What follows belongs to an exercise in optimizing a design on an open flow for small area; a production flow would make more cautious choices.
In this exercise RTL edits were held to simulation tests only and were not proved equivalent to the original.
Power and IR drop assume default switching activity.

## v28
## running_mean_stddev
module running_mean_stddev #(
    parameter int MAX_COUNT   = 65536,
    parameter int FRAC_BITS   = 16
) (
    input  logic        aclk,
    input  logic        aresetn,
    input  logic        s_axis_tvalid,
    output logic        s_axis_tready,
    input  logic [15:0] s_axis_tdata,    
    input  logic        s_axis_tlast,
    output logic        m_axis_tvalid,
    input  logic        m_axis_tready,
    output logic [87:0] m_axis_tdata,    
    input  logic        psel,
    input  logic        penable,
    input  logic        pwrite,
    input  logic [1:0]  paddr,
    input  logic [31:0] pwdata,
    output logic [31:0] prdata,
    output logic        pready
);
    logic [16:0]        cnt;
    logic [31:0]        sum;
    logic [46:0]        sq;
    logic               ovf;
    logic               mode;
    logic               busy, valid;
    logic               accept, go, take;
    logic signed [15:0] xg;
    logic               c16, c32, c16_n, c32_n;
    logic [16:0]        cnt_n;
    logic [31:0]        sum_n;
    logic [46:0]        sq_n;
  ...
clock: 11.0 ns
lec_check: 0
cap_margin: 20
core_margin: 2
core_utilization: 40
slew_margin: 20
run.sh (not shown) runs the stock make flow with config.mk's settings and CLKGATE_MAP_FILE= SYNTH_SCRIPT=/design/flow/synth_recipe.tcl, a recipe that flattens the netlist after the stock synthesis.
Nothing crashed in v28 and all stages finished; the problem is that the final layout failed, the offending checks being negative setup slack.
The following lists how v25 was set up differently from v28:
-- flow/design.v --
<<< v28, line 45
    assign take   = accept & ~cnt[16];
    assign xg     = take ? s_axis_tdata : 16'd0;
    rms_add #(.W(17)) u_cnt (.a(cnt), .b(17'd0), .ci(take), .s(cnt_n), .co());
    rms_add #(.W(32)) u_sum (.a(sum), .b({{16{xg[15]}}, xg}), .ci(1'b0), .s(sum_n), .co());
    rms_sqacc u_sqacc (
        .a(xg), .sq(sq), .c16(c16), .c32(c32),
>>> v25, line 45
    assign take   = accept & ~cnt[16];
    assign xg     = take ? s_axis_tdata : 16'd0;
    assign cnt_n  = cnt + {16'd0, take};
    assign sum_n  = sum + {{16{xg[15]}}, xg};
    rms_sqacc u_sqacc (
        .a(xg), .sq(sq), .c16(c16), .c32(c32),
<<< v28, line 106
    assign s_t = mp[t[4:0]] ^ NEG;
    assign m_t = NEG ? (s_t ^ seen) : s_t;
    logic        ya_co;
    rms_add #(.W(32)) u_ya (.a(R[31:0]), .b(m_t ? mp : 32'd0), .ci(m_t & NEG),
                            .s(ya), .co(ya_co));
    logic [15:0] xa_a;
    logic        xa_m;
>>> v25, line 106
    assign s_t = mp[t[4:0]] ^ NEG;
    assign m_t = NEG ? (s_t ^ seen) : s_t;
    assign ya  = R[31:0] + (m_t ? mp : 32'd0) + {31'd0, m_t & NEG};
    logic [15:0] xa_a;
    logic        xa_m;
<<< v28, line 117
    assign qb   = X[0] ^ inj ^ qc;
    assign xa_m = pQ ? qb : DR[0];
    rms_add #(.W(17)) u_xa (.a({1'b0, xa_a}), .b(xa_m ? N : 17'd0), .ci(1'b0),
                            .s(xa), .co());
    logic xbit, ybit, abit, brw_n;
    assign xbit  = pQ ? xa[0] : X[47];
>>> v25, line 115
    assign qb   = X[0] ^ inj ^ qc;
    assign xa_m = pQ ? qb : DR[0];
    assign xa   = {1'b0, xa_a} + (xa_m ? N : 17'd0);
    logic xbit, ybit, abit, brw_n;
    assign xbit  = pQ ? xa[0] : X[47];
<<< v28, line 128
    logic        gem;
    assign r2m = {RM, MB[31]};
    logic        dm_co;
    rms_add #(.W(17)) u_dm (.a(r2m), .b(~N), .ci(1'b1), .s(dm[16:0]), .co(dm_co));
    assign dm[17] = 1'b0;
    assign gem = dm_co;
    logic [33:0] r2, bop, diff;
    logic        bor, ge;
    assign r2  = {R[32:0], X[31]};
    assign bop = pSq ? {DR[31:0], 2'b01} : {1'b0, DR};
    logic        d_co;
    rms_add #(.W(34)) u_diff (.a(r2), .b(~bop), .ci(1'b1), .s(diff), .co(d_co));
    assign bor = ~d_co;
    assign ge  = d_co;
    always_ff @(posedge aclk) begin
        if (!aresetn) begin
>>> v25, line 125
    logic        gem;
    assign r2m = {RM, MB[31]};
    assign dm  = {1'b0, r2m} - {1'b0, N};
    assign gem = ~dm[17];
    logic [33:0] r2, bop, diff;
    logic        bor, ge;
    assign r2  = {R[32:0], X[31]};
    assign bop = pSq ? {DR[31:0], 2'b01} : {1'b0, DR};
    assign {bor, diff} = {1'b0, r2} - {1'b0, bop};
    assign ge  = ~bor;
    always_ff @(posedge aclk) begin
        if (!aresetn) begin
<<< v28, line 151
        end
    end
    logic [7:0] t_n;
    rms_add #(.W(8)) u_t (.a(t), .b(8'd0), .ci(1'b1), .s(t_n), .co());
    always_ff @(posedge aclk) begin
        if (go) t <= '0;
        else if (busy) t <= t_n;
    end
    always_ff @(posedge aclk) begin
>>> v25, line 144
        end
    end
    always_ff @(posedge aclk) begin
        if (go) t <= '0;
        else if (busy) t <= t + 8'd1;
    end
    always_ff @(posedge aclk) begin
<<< v28, line 209
                            OVF ? 2'd2 : (N[16:1] == 16'd0 ? 2'd1 : 2'd0),
                            N, DR[31:0], MB};
endmodule
module rms_add #(
    parameter int W = 8
) (
    input  logic [W-1:0] a,
    input  logic [W-1:0] b,
    input  logic         ci,
    output logic [W-1:0] s,
    output logic         co
);
    logic [W:0] c;
    assign c[0] = ci;
    for (genvar i = 0; i < W; i++) begin : g_bit
        assign s[i]   = a[i] ^ b[i] ^ c[i];
        assign c[i+1] = (a[i] & b[i]) | (c[i] & (a[i] ^ b[i]));
    end
    assign co = c[W];
endmodule
module rms_sqacc (
>>> v25, line 200
                            OVF ? 2'd2 : (N[16:1] == 16'd0 ? 2'd1 : 2'd0),
                            N, DR[31:0], MB};
endmodule
module rms_sqacc (
### Flow results
v25 finished end to end and its layout was clean on timing, DRC and antenna. Lower cell area among v28 and v25: v28. Total power: v25 above v28. v25 vs. v28: detailed router's first-iteration violation count saw an increase; sequential fraction of total cell area saw a decrease; layout overhead on the synthesized area saw a decrease; core outline area saw an increase. In the reports for v28 and v25, the larger wire length belongs to v25. Share of final layout cell area taken by clock buffers and inverters, v28 and v25: larger value in v25. v25 reports a higher die area than v28 does. Against v28 as the reference, v25 delivers a higher wire length of the first global-routing pass. Side by side, final worst-path setup slack turned out higher in v25 than in v28.


Another version of the RTL of running_mean_stddev (not shown whole).
Size: about 21000 um^2 of cells after synthesis.
clock: 11.0 ns
lec_check: 0
cap_margin: 20
core_margin: 2
core_utilization: 40
slew_margin: 20
standard.sh (not shown) runs the stock make flow with config.mk's settings and CLKGATE_MAP_FILE= SYNTH_SCRIPT=/design/flow/synth_recipe.tcl, a recipe that flattens the netlist after the stock synthesis.
==> flow/flow/run.sh <==
#!/bin/bash
# The standard layout (standard.sh) with three changes:
#  - after the standard synthesis, flow/invopt.py removes inverters around the
#    full adders (a full adder is self-dual; registers and other cells stay);
#  - each port's buffer is the smallest buffer cell (every port still gets its
#    own buffer);
#  - clock tree synthesis inserts no dummy loads.
# Logs here: synth_make.log, invopt.log, flow_make.log; each tool's full log
# is under orfs/logs/.
set -euo pipefail
RES="$PWD/orfs/results/$FLOW_PLATFORM/running_mean_stddev/base"
bash standard.sh "$RES/1_2_yosys.v" > synth_make.log 2>&1
cp "$RES/1_2_yosys.v" "$RES/1_2_yosys.std.v"
python3 flow/invopt.py "$RES/1_2_yosys.std.v" "$RES/1_2_yosys.opt.v" > invopt.log 2>&1
cp "$RES/1_2_yosys.opt.v" "$RES/1_2_yosys.v"
export BUFFER_PORTS_ARGS="-buffer_cell sky130_fd_sc_hd__buf_1"
export CTS_ARGS="-sink_clustering_enable -repair_clock_nets -dont_use_dummy_load -buf_list sky130_fd_sc_hd__clkbuf_8 -sink_clustering_size 18 -sink_clustering_max_diameter 60"
bash standard.sh finish > flow_make.log 2>&1
Other scripts of this flow, unchanged in this note and not shown: flow/flow/invopt.py
Then changed:
--- a/flow/design.v
+++ b/flow/design.v
@@ -42,13 +42,24 @@
     assign s_axis_tready = ~(s_axis_tlast & (busy | valid));
     assign accept = s_axis_tvalid & s_axis_tready;
     assign go     = accept & s_axis_tlast;
     assign take   = accept & ~cnt[16];
     assign xg     = take ? s_axis_tdata : 16'd0;
     rms_add #(.W(17)) u_cnt (.a(cnt), .b(17'd0), .ci(take), .s(cnt_n), .co());
-    rms_adds #(.W(32), .L(18)) u_sum (.a(sum), .b({{16{xg[15]}}, xg}), .ci(1'b0), .s(sum_n), .co());
+    logic        sum_c16, sum_up, sum_dn;
+    logic [15:0] sum_p1, sum_p0;
+    rms_add #(.W(16)) u_sum (.a(sum[15:0]), .b(xg), .ci(1'b0), .s(sum_n[15:0]), .co(sum_c16));
+    assign sum_up = sum_c16 & ~xg[15];
+    assign sum_dn = ~sum_c16 & xg[15];
+    assign sum_p1[0] = 1'b1;
+    assign sum_p0[0] = 1'b1;
+    for (genvar k = 1; k < 16; k++) begin : g_sum_hi
+        assign sum_p1[k] = sum_p1[k-1] & sum[15+k];
+        assign sum_p0[k] = sum_p0[k-1] & ~sum[15+k];
+    end
+    assign sum_n[31:16] = sum[31:16] ^ (({16{sum_up}} & sum_p1) | ({16{sum_dn}} & sum_p0));
     rms_sqacc u_sqacc (
         .a(xg), .sq(sq), .pc(pc), .sq_n(sq_n), .pc_n(pc_n)
     );
     assign ovf_n  = ovf | (accept & cnt[16]);
     always_ff @(posedge aclk) begin
         if (!aresetn || go) begin
Routed wire length goes down by 1.7%.
Worst setup slack gets better by 0.12 ns.
Final cell count goes up by 1.0%.
Synthesized area goes down by 0.94%.
Clock-buffer cell count is unchanged.

==> afterwards: timing with drivers on the ports <==
The flow's constraints put no driver on any port. The routed layouts listed below were extracted and timed again, unchanged, in two steps. Step 1 (the two cells are an assumption about what drives the block):
set clk [get_ports {aclk}]
set_driving_cell -lib_cell sky130_fd_sc_hd__clkbuf_16 $clk
set_driving_cell -lib_cell sky130_fd_sc_hd__buf_2 [delete_from_list [all_inputs] $clk]
Step 2, shift: input delay + t, output delay - t, t = (earliest + latest rising clock arrival at the registers) / 2. This alone moves slack from input paths to output paths. Three values: ideal ports, drivers, drivers and shift; two values: the first two.
run | shift t [ns] | setup slack, ns | worst setup path at the end | worst slew at a driven data input, ns | pins driven straight from the clock port
v28 | 0.607 | -2.862 / -2.862 / -2.862 | register to register | 0.05 | 1
v25 | 0.629 | 0.304 / 0.349 / -0.280 | input to register | 0.04 | 1
the first run of note 2 | 0.629 | 0.247 / 0.275 / -0.353 | input to register | 0.04 | 1
the second run of note 2 | 0.629 | 0.364 / 0.388 / -0.241 | input to register | 0.04 | 1
With both steps, setup timing fails in v25, the first run of note 2 and the second run of note 2, where it was met with ideal ports. For the second run of note 2, which loses most, drivers alone change the setup slack by +0.024 ns; drivers and shift together by -0.605 ns.
